Context: an optimization exercise on an open-source flow, tuned for small area, a short achievable clock period and few clock cycles per item. The choices shown serve that exercise and are no tape-out recipe. RTL that was checked went through simulation tests only; none was proved equivalent to the original.

## north
==> flow/design.v (excerpt) <==
module joystick_axes_to_cursor_motion_unit #(
    parameter int ADC_BITS = jac_pkg::ADC_BITS_DEF
) (
    input  logic                          clk,
    input  logic                          rst_n,
    input  logic                          s_axis_tvalid,
    output logic                          s_axis_tready,
    input  logic [((4*ADC_BITS+8)/8)*8-1:0] s_axis_tdata,
    output logic                          m_axis_tvalid,
    input  logic                          m_axis_tready,
    output logic [jac_pkg::OUT_W-1:0]     m_axis_tdata,
    input  logic                          cfg_we,
    input  logic [2:0]                    cfg_addr,
    input  logic [(ADC_BITS > 8 ? ADC_BITS : 8)-1:0] cfg_data
);
    localparam int QD = 4;               
    localparam int FD = LANE_LAT + 4;    
    logic [9:0] origin_reg [NUM_AXES];
    logic [9:0] amin_reg, amax_reg;
    logic [7:0] max_speed_reg, speed_div_reg;
    logic [6:0] ticks_reg, interval_reg;
    logic       rdy_reg;
    logic       pend_reg;            
    logic [FD-1:0] fed_reg;          
    logic       ivl_wait_reg;        
    logic       allow1_reg;          
    logic [1:0] rb_cnt_reg;          
    logic       res_done_reg;        
    logic [QD-1:0] q_upd, q_prs;
    logic [2:0]    q_cnt;
    logic          out_valid_reg, out_upd_reg, out_prs_reg;
    logic [35:0]   out_res_reg;
    logic [9:0]  smp_reg [NUM_AXES];
    logic [7:0]  spd_reg [3];
    logic [7:0]  ux_reg, uy_reg;     
    logic        nx_reg, ny_reg;     
    logic [3:0]  flag_reg;           
    logic [1:0]  feed_idx;
    logic [7:0]  lane_speed, lane_uprod;
    logic        lane_neg;
    logic [7:0]  dv1_reg;            
    logic [9:0]  dv3_reg, ms3_reg;   
    assign feed_idx = {fed_reg[2] | fed_reg[3], fed_reg[1] | fed_reg[3]};
    always_ff @(posedge clk)
    begin
        dv1_reg <= (speed_div_reg == 8'd0) ? 8'd1 : speed_div_reg;
        dv3_reg <= (speed_div_reg == 8'd0) ? 10'd3
                 : {2'b0, speed_div_reg} + {1'b0, speed_div_reg, 1'b0};
        ms3_reg <= {2'b0, max_speed_reg} + {1'b0, max_speed_reg, 1'b0};
    end
  ...
For scale: about 3,400 cells after synthesis, about 110 I/O pins, about 35,000 sq um of cells after synthesis.
Settings: LEC_CHECK=0, CAP_MARGIN=20, CORE_MARGIN=2, CORE_UTILIZATION=40, SETUP_SLACK_MARGIN=4.0, SLEW_MARGIN=20; clock period 8.0 ns.
run.sh (not shown) runs the stock make flow with config.mk's settings and CLKGATE_MAP_FILE= SYNTH_SCRIPT=/design/flow/synth_recipe.tcl, a recipe that flattens the netlist after the stock synthesis.
north completed; timing, DRC and antenna clean
### north -> south
- changing SETUP_SLACK_MARGIN from 4.0 to 4.6
Notes after the runs:
south: all stages complete, timing, DRC and antenna checks passed. From north to south, post-route DRC violation count did not move at all. Relative to north, the number of nets in the finished design measured on south has increased slightly. When south is measured against north, its cell area after layout turns out about 2.6% higher. Final period demand of the worst path: south and north compared, higher one is north. Hold slack delta for south relative to north: 0.0038 ns lower. dv1_reg[4] as the critical path startpoint was reported by south, and fed_reg[1] by north. Compare south and north | register share of the cell area lower: south. Worst setup slack: south better than north. Sort south and north by mean number of vias per cell, descending, and south comes first.
No functional check of the RTL was part of any run of this note.

========
## run A
Another version of the RTL of joystick_axes_to_cursor_motion_unit (not shown whole).
Size: roughly 3,600 cells after synthesis, about 110 I/O pins, about 35,000 um2 of cells after synthesis.
==> flow/config.mk <==
export PLATFORM = sky130hd
export DESIGN_NAME = joystick_axes_to_cursor_motion_unit
export DESIGN_NICKNAME = joystick_axes_to_cursor_motion_unit
export VERILOG_FILES = /design/flow/design.v
export SDC_FILE = /design/flow/constraint.sdc
export NUM_CORES = 4
export LEC_CHECK = 0
export CAP_MARGIN = 20
export CORE_MARGIN = 2
export CORE_UTILIZATION = 55
export PLACE_DENSITY = 0.75
export SETUP_SLACK_MARGIN = 5.0
export SLEW_MARGIN = 20
==> flow/constraint.sdc <==
create_clock -name core_clock -period 8.0 [get_ports {clk}]
set_input_delay 1.6000 -clock core_clock [delete_from_list [all_inputs] [get_ports {clk}]]
set_output_delay 1.6000 -clock core_clock [all_outputs]
set_load 0.01 [all_outputs]
standard.sh (not shown) runs the stock make flow with config.mk's settings and CLKGATE_MAP_FILE= SYNTH_SCRIPT=/design/flow/synth_recipe.tcl, a recipe that flattens the netlist after the stock synthesis.
==> flow/flow/run.sh <==
#!/bin/bash
# Standard ORFS layout (the standard.sh, standard synthesis unchanged),
# except that the port buffers inserted before global placement are buf_2
# cells instead of the cell buffer_ports picks by default.
set -euo pipefail
export BUFFER_PORTS_ARGS="-buffer_cell sky130_fd_sc_hd__buf_2"
bash standard.sh finish > standard_finish.log 2>&1
Testbench counts of run A, summed over its fixed seeds: cycles 36,773, items 25,600.
Input-level comparison between run B and run A:
diff --git a/flow/config.mk b/flow/config.mk
--- a/flow/config.mk
+++ b/flow/config.mk
@@ -8,6 +8,5 @@
 export CAP_MARGIN = 20
 export CORE_MARGIN = 2
-export CORE_UTILIZATION = 55
-export PLACE_DENSITY = 0.75
+export CORE_UTILIZATION = 65
 export SETUP_SLACK_MARGIN = 5.0
 export SLEW_MARGIN = 20
Notes after the runs:
- Run B: PASS, flow complete, no timing, DRC or antenna violations
- Run A: no failed stages, no open violations at the end
- On time the worst path needs with I/O delays and setup, run A beats run B.
- Final standard cell area without fillers essentially unchanged between run B and run A.
- Critical path buffer and inverter count came out lower on run B than on run A.
- Total setup buffers inserted after CTS, run A and run B: lower on run A
- Higher met3 wirelength from detailed routing among run A and run B: run B
- Compared with run A, run B shows a lower first-iteration DRC count.
- Run B -> run A: flip-flop and latch count delta 0, exact match
diff inputs: run B => run C
diff --git a/flow/config.mk b/flow/config.mk
--- a/flow/config.mk
+++ b/flow/config.mk
@@ -8,5 +8,5 @@
 export CAP_MARGIN = 20
 export CORE_MARGIN = 2
-export CORE_UTILIZATION = 65
+export CORE_UTILIZATION = 55
 export SETUP_SLACK_MARGIN = 5.0
 export SLEW_MARGIN = 20
Notes after the runs:
Result for run C and run B: all clean. The number of buffers inserted during clock tree synthesis of run C exceeds that of run B by 3. Run C vs run B — initial antenna violation count dropped 3. Run C vs run B: hold slack down. Run C improves on run B in tightest slew margin relative to the limit.
## Diff of input files: run D against run C
diff --git a/flow/config.mk b/flow/config.mk
--- a/flow/config.mk
+++ b/flow/config.mk
@@ -9,4 +9,5 @@
 export CORE_MARGIN = 2
 export CORE_UTILIZATION = 55
+export CTS_BUF_LIST = sky130_fd_sc_hd__clkbuf_4 sky130_fd_sc_hd__clkbuf_8
 export SETUP_SLACK_MARGIN = 5.0
 export SLEW_MARGIN = 20
Notes after the runs:
Run D — fraction of final layout cells with drive strength greater than 1 2.3 points higher, run C as reference. Critical path depth: run C vs run D identical. For utilization of the core after routing, run C and run D come out practically identical. Summary of run D over run C: number of primary I/O pins neither gained nor lost much; number of hold-repair buffers added at the cts stage neither gained nor lost much. Relative to run C, the worst setup slack of run D is higher by 0.016 ns. Comparing arrival time of data at the critical path endpoint for run D and run C, the bigger number came from run D. Run C ended up with u_lane.r8_s[4]$_DFF_P_ as its endpoint of the worst setup timing path; run D ended up with u_lane.r8_s[2]$_DFF_P_. Compared with run C, run D instantiates a larger number of cells. Hold slack on run D is down relative to run C.

========
joystick_axes_to_cursor_motion_unit, a different RTL version from the one above (not shown whole).
Size: roughly 640 flip-flops, roughly 110 I/O pins, ~36000 µm² of cells after synthesis.
// joystick_axes_to_cursor_motion_unit
module joystick_axes_to_cursor_motion_unit #(
    parameter int ADC_BITS = jac_pkg::ADC_BITS_DEF
) (
    input  logic                          clk,
    input  logic                          rst_n,
    input  logic                          s_axis_tvalid,
    output logic                          s_axis_tready,
    input  logic [((4*ADC_BITS+8)/8)*8-1:0] s_axis_tdata,
    output logic                          m_axis_tvalid,
    input  logic                          m_axis_tready,
    output logic [jac_pkg::OUT_W-1:0]     m_axis_tdata,
    input  logic                          cfg_we,
    input  logic [2:0]                    cfg_addr,
    input  logic [(ADC_BITS > 8 ? ADC_BITS : 8)-1:0] cfg_data
);
Settings: LEC_CHECK=0, CAP_MARGIN=20, CORE_MARGIN=2, CORE_UTILIZATION=55, CTS_BUF_LIST=sky130_fd_sc_hd__clkbuf_8, CTS_CLUSTER_SIZE=40, SETUP_SLACK_MARGIN=5.0, SLEW_MARGIN=20; clock period 8.0 ns.
==> flow/flow/run.sh <==
#!/bin/bash
# Standard ORFS layout (the standard.sh, standard synthesis unchanged),
# except that the port buffers inserted before global placement are buf_2
# cells instead of the cell buffer_ports picks by default, and clock tree
# synthesis uses clkbuf_8 cells without dummy loads.
set -euo pipefail
export BUFFER_PORTS_ARGS="-buffer_cell sky130_fd_sc_hd__buf_2"
export CTS_ARGS="-sink_clustering_enable -repair_clock_nets -dont_use_dummy_load -buf_list sky130_fd_sc_hd__clkbuf_8 -sink_clustering_size 40"
bash standard.sh finish > standard_finish.log 2>&1
The starting point finished clean.
==> next run, changes <==
==> flow/flow/run.sh (replaced) <==
#!/bin/bash
# Standard ORFS layout (the standard.sh, standard synthesis unchanged),
# except that the port buffers inserted before global placement are buf_2
# cells instead of the cell buffer_ports picks by default.
set -euo pipefail
export BUFFER_PORTS_ARGS="-buffer_cell sky130_fd_sc_hd__buf_2"
bash standard.sh finish > standard_finish.log 2>&1
Clock skew decreases by 0.025 ns. Worst setup slack improved by 0.15 ns. Wire length increases by 1.3%. Synthesized area stays the same. Die area does not change. Global-route usage increases by 0.19 points. First-iteration DRC count increases by 2.0%.
Function was not checked in any run of this note: the RTL went through the layout flow alone.

========
== v16 ==
Another version of the RTL of joystick_axes_to_cursor_motion_unit (not shown whole).
Size in the first run: roughly 0.036 mm2 of cells after synthesis.
clock: 8.0 ns
lec_check: 0
cap_margin: 20
core_margin: 2
core_utilization: 55
cts_buf_list: sky130_fd_sc_hd__clkbuf_8
cts_cluster_size: 40
setup_slack_margin: 5.0
slew_margin: 20
==> flow/flow/run.sh <==
#!/bin/bash
# Standard ORFS layout (the standard.sh, standard synthesis unchanged),
# except that the port buffers inserted before global placement are buf_2
# cells instead of the cell buffer_ports picks by default.
set -euo pipefail
export BUFFER_PORTS_ARGS="-buffer_cell sky130_fd_sc_hd__buf_2"
bash standard.sh finish > standard_finish.log 2>&1
Here is what was changed in the inputs of v38 compared with v16.
==> flow/flow/run.sh <==
#!/bin/bash
# Standard ORFS layout (the standard.sh, standard synthesis unchanged),
# except that the port buffers inserted before global placement are buf_2
# cells instead of the cell buffer_ports picks by default, and clock tree
# synthesis uses clkbuf_8 cells without dummy loads.
set -euo pipefail
export BUFFER_PORTS_ARGS="-buffer_cell sky130_fd_sc_hd__buf_2"
export CTS_ARGS="-sink_clustering_enable -repair_clock_nets -dont_use_dummy_load -buf_list sky130_fd_sc_hd__clkbuf_8 -sink_clustering_size 40"
bash standard.sh finish > standard_finish.log 2>&1
Findings:
- First-pass GRT wire length, v38 and v16, lower one = v38.
- Diff v16 -> v38: number of global-route vias before repair dropped about 0.56%; cell count fell by 1.7%.
No functional check of the RTL was part of any run of this note.

## what the ideal ports hide
In the flow no input, the clock included, has a driving cell. The finished layouts below were timed again as built, in two steps.
Step 1 assumes that a clkbuf_16 drives the clock port and a buf_2 every other input.
Step 2 times the ports against the registers' clock, not the clock port: input delays grow and output delays shrink by t, the midpoint of the rising clock arrivals with the driver on.
Three values: ideal ports, drivers, drivers and shift; two values: the first two.
run	t (ns)	setup slack, ns	latest minus earliest clock arrival (ns)
north	0.681	4.137 / 4.137 / 3.629	0.069 / 0.068
south	0.696	4.463 / 4.463 / 4.053	0.058 / 0.057
run A	0.670	4.802 / 4.802 / 4.491	0.034 / 0.034
run B	0.643	4.786 / 4.786 / 4.559	0.028 / 0.028
run C	0.653	4.902 / 4.902 / 4.543	0.027 / 0.026
run D	0.755	4.917 / 4.917 / 4.552	0.058 / 0.058
the first run of note 3	0.715	4.830 / 4.830 / 4.483	0.059 / 0.059
the second run of note 3	0.744	4.979 / 4.979 / 4.477	0.036 / 0.035
v16	0.768	4.598 / 4.598 / 4.289	0.045 / 0.045
v38	0.743	4.543 / 4.543 / 4.521	0.092 / 0.092
After both steps every run listed still meets setup and hold. The setup slack of north, which loses most, moves by 0.000 ns with the drivers and by -0.508 ns with both steps.
